This is an optimization exercise on Yosys and OpenROAD, whose aim is small area, a short achievable clock period and few clock cycles per item, not a production implementation.
Power figures rest on the tool's default switching activity, not on a simulated workload.

==> build 9: inputs <==
==> flow/design.v (excerpt) <==
module conv_top (
    input  logic        clk,
    input  logic        reset,
    input  logic [7:0]  in_data,
    input  logic [3:0]  in_user,
    input  logic        in_valid,
    output logic        in_ready,
    output logic [20:0] out_data,
    output logic        out_valid,
    input  logic        out_ready
);
    localparam int DEPTH = 5;
    logic        take_w, take_b, take_p, start, win, win4;
    logic [1:0]  ta, tb;
    logic [71:0] pix, wgt;
    logic [7:0]  bias;
    logic        d0, p0, q0, d1, p1, q1, d2, p2, q2;
    logic [20:0] acc, extra, sum;
    conv_sequencer #(.DEPTH(DEPTH)) u_conv_sequencer (
        .clk      (clk),
        .reset    (reset),
        .in_valid (in_valid),
        .in_user  (in_user),
        .pop      (out_valid && out_ready),
        .in_ready (in_ready),
        .take_w   (take_w),
        .take_b   (take_b),
        .take_p   (take_p),
        .start    (start),
        .ta       (ta),
        .tb       (tb),
        .win      (win),
        .win4     (win4)
    );
    conv_loader u_conv_loader (
        .clk     (clk),
        .reset   (reset),
        .in_data (in_data),
        .take_w  (take_w),
        .take_b  (take_b),
        .take_p  (take_p),
        .start   (start),
        .ta      (ta),
        .tb      (tb),
        .pass2   (p0),
        .pix     (pix),
        .wgt     (wgt),
        .bias    (bias)
    );
    always_ff @(posedge clk) begin
  ...
Settings: LEC_CHECK=0, ABC_CLOCK_PERIOD_IN_PS=3000, CAP_MARGIN=20, CORE_MARGIN=2, CORE_UTILIZATION=40, SETUP_SLACK_MARGIN=5, SLEW_MARGIN=20; clock period 9.0 ns.
run.sh (not shown) runs the stock make flow with config.mk's settings and CLKGATE_MAP_FILE= SYNTH_SCRIPT=/design/flow/synth_recipe.tcl, a recipe that flattens the netlist after the stock synthesis.
==> inputs of trial 28, as changes to build 9 <==
--- a/flow/design.v
+++ b/flow/design.v
@@ -1,17 +1,15 @@
 module conv_loader (
     input  logic        clk,
     input  logic        reset,
     input  logic [7:0]  in_data,
-    input  logic        take_w,
+    input  logic [15:0] w_en,
+    input  logic        w_clr,
     input  logic        take_b,
     input  logic        take_p,
-    input  logic        start,
-    input  logic [1:0]  ta,
-    input  logic [1:0]  tb,
     input  logic        pass2,
     output logic [71:0] pix,
     output logic [71:0] wgt,
     output logic [7:0]  bias
 );
     logic [7:0] sr [0:27];
     logic [7:0] w  [0:15];
@@ -20,20 +18,18 @@
             sr[0] <= in_data;
             for (int i = 1; i < 28; i++)
                 sr[i] <= sr[i-1];
         end
         if (take_b)
             bias <= in_data;
         for (int t = 0; t < 16; t++) begin
-            if (take_w) begin
-                if (4'(t) == {ta, tb})
-                    w[t] <= in_data;
-                else if (start)
-                    w[t] <= '0;
-            end
+            if (w_en[t])
+                w[t] <= in_data;
+            else if (w_clr)
+                w[t] <= '0;
         end
     end
     always_ff @(posedge clk) begin
         for (int m = 0; m < 9; m++) begin
             if (!pass2) begin
                 if (m == 0)
                     pix[7:0] <= in_data;
@@ -47,99 +43,122 @@
                 pix[8*m +: 8] <= '0;
                 wgt[8*m +: 8] <= w[(m / 3) * 4 + (m % 3)];
             end
         end
     end
 endmodule
 module conv_sequencer #(
-    parameter int DEPTH = 6
+    parameter int DEPTH = 5
 ) (
-    input  logic       clk,
-    input  logic       reset,
-    input  logic       in_valid,
-    input  logic [3:0] in_user,
-    input  logic       pop,
-    output logic       in_ready,
-    output logic       take_w,
-    output logic       take_b,
-    output logic       take_p,
-    output logic       start,
-    output logic [1:0] ta,
-    output logic [1:0] tb,
-    output logic       win,
-    output logic       win4
+    input  logic        clk,
+    input  logic        reset,
+    input  logic        in_valid,
+    input  logic [3:0]  in_user,
+    input  logic        pop,
+    output logic        in_ready,
+    output logic [15:0] w_en,
+    output logic        w_clr,
+    output logic        take_b,
+    output logic        take_p,
+    output logic        win,
+    output logic        win4
 );
     localparam logic [1:0] PH_W = 2'd0;
     localparam logic [1:0] PH_B = 2'd1;
     localparam logic [1:0] PH_P = 2'd2;
-    logic [1:0] ph;
-    logic [1:0] km1;       
-    logic [1:0] wa, wb;
-    logic [2:0] x, y;
-    logic       xok, yok;  
-    logic [2:0] cred;
-    logic       take;
-    logic [1:0] skm1;
-    logic [2:0] cred_next;
+    logic [1:0]  ph;
+    logic        rdy_w, rdy_b, rdy_p;
+    logic [1:0]  km1;       
+    logic        k4;        
+    logic [1:0]  wa, wb;    
+    logic [15:0] hot;       
+    logic [2:0]  x, y;
+    logic        xok, yok;  
+    logic [2:0]  cred;
+    logic        take_w, start, last_w;
+    logic [1:0]  skm1, ca, cb, kk1, na, nb;
+    logic [1:0]  ph_next;
+    logic        rdy_next;
+    logic [2:0]  cred_next;
     always_comb begin
-        take   = in_valid && in_ready;
+        take_w = in_valid && rdy_w;
+        take_b = in_valid && rdy_b;
+        take_p = in_valid && rdy_p;
         start  = in_user[3];
         skm1   = in_user[1:0] - 2'd1;
-        ta     = start ? skm1 : wa;
-        tb     = start ? skm1 : wb;
-        take_w = take && ph == PH_W;
-        take_b = take && ph == PH_B;
-        take_p = take && ph == PH_P;
+        for (int t = 0; t < 16; t++)
+            w_en[t] = take_w && (start ? (4'(t) == {skm1, skm1}) : hot[t]);
+        w_clr  = take_w && start;
+        ca     = start ? skm1 : wa;
+        cb     = start ? skm1 : wb;
+        kk1    = start ? skm1 : km1;
+        last_w = (ca == 2'd0) && (cb == 2'd0);
+        na     = (cb == 2'd0) ? ca - 2'd1 : ca;
+        nb     = (cb == 2'd0) ? kk1 : cb - 2'd1;
         win    = take_p && xok && yok;
-        win4   = win && km1 == 2'd3;
+        win4   = win && k4;
+        ph_next = ph;
+        if (take_w && last_w)
+            ph_next = PH_B;
+        if (take_b)
+            ph_next = PH_P;
+        if (take_p && x == 3'd7 && y == 3'd7)
+            ph_next = PH_W;
         cred_next = cred + {2'b00, win} - {2'b00, pop};
+        if (in_valid && rdy_p && xok && yok)
+            rdy_next = !k4 && ((pop ? cred : cred + 3'd1) < 3'(DEPTH));
+        else
+            rdy_next = (pop ? cred - 3'd1 : cred) < 3'(DEPTH);
     end
     always_ff @(posedge clk) begin
         if (reset) begin
             ph       <= PH_W;
             km1      <= '0;
+            k4       <= 1'b0;
             wa       <= '0;
             wb       <= '0;
+            hot      <= '0;
             x        <= '0;
             y        <= '0;
             xok      <= 1'b0;
             yok      <= 1'b0;
             cred     <= '0;
             in_ready <= 1'b1;
+            rdy_w    <= 1'b1;
+            rdy_b    <= 1'b0;
+            rdy_p    <= 1'b0;
         end else begin
+            ph       <= ph_next;
             cred     <= cred_next;
-            in_ready <= !win4 && (cred_next < 3'(DEPTH));
+            in_ready <= rdy_next;
+            rdy_w    <= rdy_next && ph_next == PH_W;
+            rdy_b    <= rdy_next && ph_next == PH_B;
+            rdy_p    <= rdy_next && ph_next == PH_P;
             if (take_w) begin
-                if (start)
+                if (start) begin
                     km1 <= skm1;
-                if (ta == 2'd0 && tb == 2'd0) begin
-                    ph <= PH_B;
-                end else if (tb == 2'd0) begin
-                    wa <= ta - 2'd1;
-                    wb <= start ? skm1 : km1;
-                end else begin
-                    wa <= ta;
-                    wb <= tb - 2'd1;
+                    k4  <= skm1 == 2'd3;
                 end
+                wa <= na;
+                wb <= nb;
+                for (int t = 0; t < 16; t++)
+                    hot[t] <= 4'(t) == {na, nb};
             end
             if (take_b) begin
-                ph  <= PH_P;
                 x   <= '0;
                 y   <= '0;
                 xok <= km1 == 2'd0;
                 yok <= km1 == 2'd0;
             end
             if (take_p) begin
                 x   <= x + 3'd1;
                 xok <= (x == 3'd7) ? km1 == 2'd0 : xok || (x + 3'd1 == {1'b0, km1});
                 if (x == 3'd7) begin
                     y   <= y + 3'd1;
                     yok <= yok || (y + 3'd1 == {1'b0, km1});
-                    if (y == 3'd7)
-                        ph <= PH_W;
                 end
             end
         end
     end
 endmodule
 module conv_mac (
     input  logic        clk,
@@ -4035,46 +4054,42 @@
     input  logic        in_valid,
     output logic        in_ready,
     output logic [20:0] out_data,
     output logic        out_valid,
     input  logic        out_ready
 );
     localparam int DEPTH = 5;
-    logic        take_w, take_b, take_p, start, win, win4;
-    logic [1:0]  ta, tb;
+    logic [15:0] w_en;
+    logic        w_clr, take_b, take_p, win, win4;
     logic [71:0] pix, wgt;
     logic [7:0]  bias;
     logic        d0, p0, q0, d1, p1, q1, d2, p2, q2;
-    logic [20:0] acc, extra, sum;
+    logic [20:0] extra, sum;
     conv_sequencer #(.DEPTH(DEPTH)) u_conv_sequencer (
         .clk      (clk),
         .reset    (reset),
         .in_valid (in_valid),
         .in_user  (in_user),
         .pop      (out_valid && out_ready),
         .in_ready (in_ready),
-        .take_w   (take_w),
+        .w_en     (w_en),
+        .w_clr    (w_clr),
         .take_b   (take_b),
         .take_p   (take_p),
-        .start    (start),
-        .ta       (ta),
-        .tb       (tb),
         .win      (win),
         .win4     (win4)
     );
     conv_loader u_conv_loader (
         .clk     (clk),
         .reset   (reset),
         .in_data (in_data),
-        .take_w  (take_w),
+        .w_en    (w_en),
+        .w_clr   (w_clr),
         .take_b  (take_b),
         .take_p  (take_p),
-        .start   (start),
-        .ta      (ta),
-        .tb      (tb),
         .pass2   (p0),
         .pix     (pix),
         .wgt     (wgt),
         .bias    (bias)
     );
     always_ff @(posedge clk) begin
         if (reset) begin
@@ -4095,27 +4110,25 @@
             p1 <= p0;
             q1 <= q0;
             d2 <= d1;
             p2 <= p1;
             q2 <= q1;
         end
     end
-    assign extra = acc & {21{q2}};
     conv_mac u_conv_mac (
         .clk   (clk),
         .pix   (pix),
         .wgt   (wgt),
         .bias  (bias),
         .pass2 (q0),
         .extra (extra),
         .sum   (sum)
     );
     always_ff @(posedge clk)
-        if (p2)
-            acc <= sum;
+        extra <= sum & {21{p2}};
     result_fifo #(.DEPTH(DEPTH)) u_result_fifo (
         .clk      (clk),
         .reset    (reset),
         .wr_data  (sum),
         .wr_valid (d2 || q2),
         .rd_data  (out_data),
         .rd_valid (out_valid),
==> flow/flow/run.sh (new file) <==
#!/bin/bash
# The standard layout, with timing repair aimed at a 3 ns path instead of 4 ns
# (the clock period and constraints stay the design's).
set -euo pipefail
export SETUP_SLACK_MARGIN=6
bash standard.sh > standard.log 2>&1
==> flow/standard.sh (new file) <==
#!/bin/bash
# synth_recipe.tcl (not shown) runs the flow's synth.tcl, then flattens the netlist and writes it again
# the make line also repeats each setting of config.mk as NAME=value (left out here)
make -C /OpenROAD-flow-scripts/flow DESIGN_CONFIG=/design/flow/config.mk WORK_HOME=/design/flow/orfs CLKGATE_MAP_FILE= SYNTH_SCRIPT=/design/flow/synth_recipe.tcl "${@:-finish}"
- SETUP_SLACK_MARGIN: 5 -> default
removed: flow/run.sh
==> qor summary <==
Global-route met1 utilization: trial 28 25.1%; build 9 25.5%
Area of the mapped netlist: trial 28 0.0441 mm2; build 9 0.0436 mm2
Worst path max stage delay: trial 28 0.56 ns; build 9 0.46 ns
Number of non-clock buffers in the layout: trial 28 80; build 9 63
Violation count after the first detailed-routing iteration: trial 28 1817; build 9 1558
Power attributed to sequential cells: trial 28 0.00539 W; build 9 0.00528 W
Number of filler cells placed in the layout: trial 28 9783; build 9 9866
Synth Area in Simple Gates: trial 28 11.1%; build 9 11.1%
Clk sink count: trial 28 850; build 9 830
Sw Share: trial 28 37.4%; build 9 36.1%
Number of nets in the synthesized netlist: trial 28 4038; build 9 3974
Combinational power: trial 28 0.00809 W; build 9 0.00627 W
Vias/cell: trial 28 4.79; build 9 4.82
TritonRoute pass-1 iters: trial 28 6; build 9 5
Worst clock skew: trial 28 0.0400 ns; build 9 0.0228 ns
CP Class: trial 28 register to register; build 9 primary input to register
Run status: trial 28 timing/DRC/antenna clean; build 9 timing/DRC/antenna clean
Yosys reg bits: trial 28 850; build 9 830
Fraction of met3 tracks used by global routing: trial 28 4.67%; build 9 4.12%
Function was not checked in any run of this note: the RTL went through the layout flow alone.

==> afterwards: timing with drivers on the ports <==
Ports are ideal in the flow. The routed layouts listed here were re-timed in OpenROAD. Step 1 (the two cells are an assumption about what drives the block):
set clk [get_ports {clk}]
set_driving_cell -lib_cell sky130_fd_sc_hd__clkbuf_16 $clk
set_driving_cell -lib_cell sky130_fd_sc_hd__buf_2 [delete_from_list [all_inputs] $clk]
Step 2 times the ports against the registers' clock, not the clock port: input delays grow and output delays shrink by t, the midpoint of the rising clock arrivals with the driver on. a / b / c = no drivers / after step 1 / after step 2; a / b = the first two.
run | t, ns | setup WS [ns] | clock arrival spread, ns | worst slew at a driven data input, ns
build 9 | 0.730 | 5.072 / 5.117 / 4.387 | 0.027 / 0.027 | 0.10
trial 28 | 0.724 | 5.877 / 5.877 / 5.340 | 0.044 / 0.043 | 0.07
After both steps setup and hold are still met in every run listed. For build 9, which loses most, drivers alone change the setup slack by +0.045 ns; drivers and shift together by -0.685 ns.
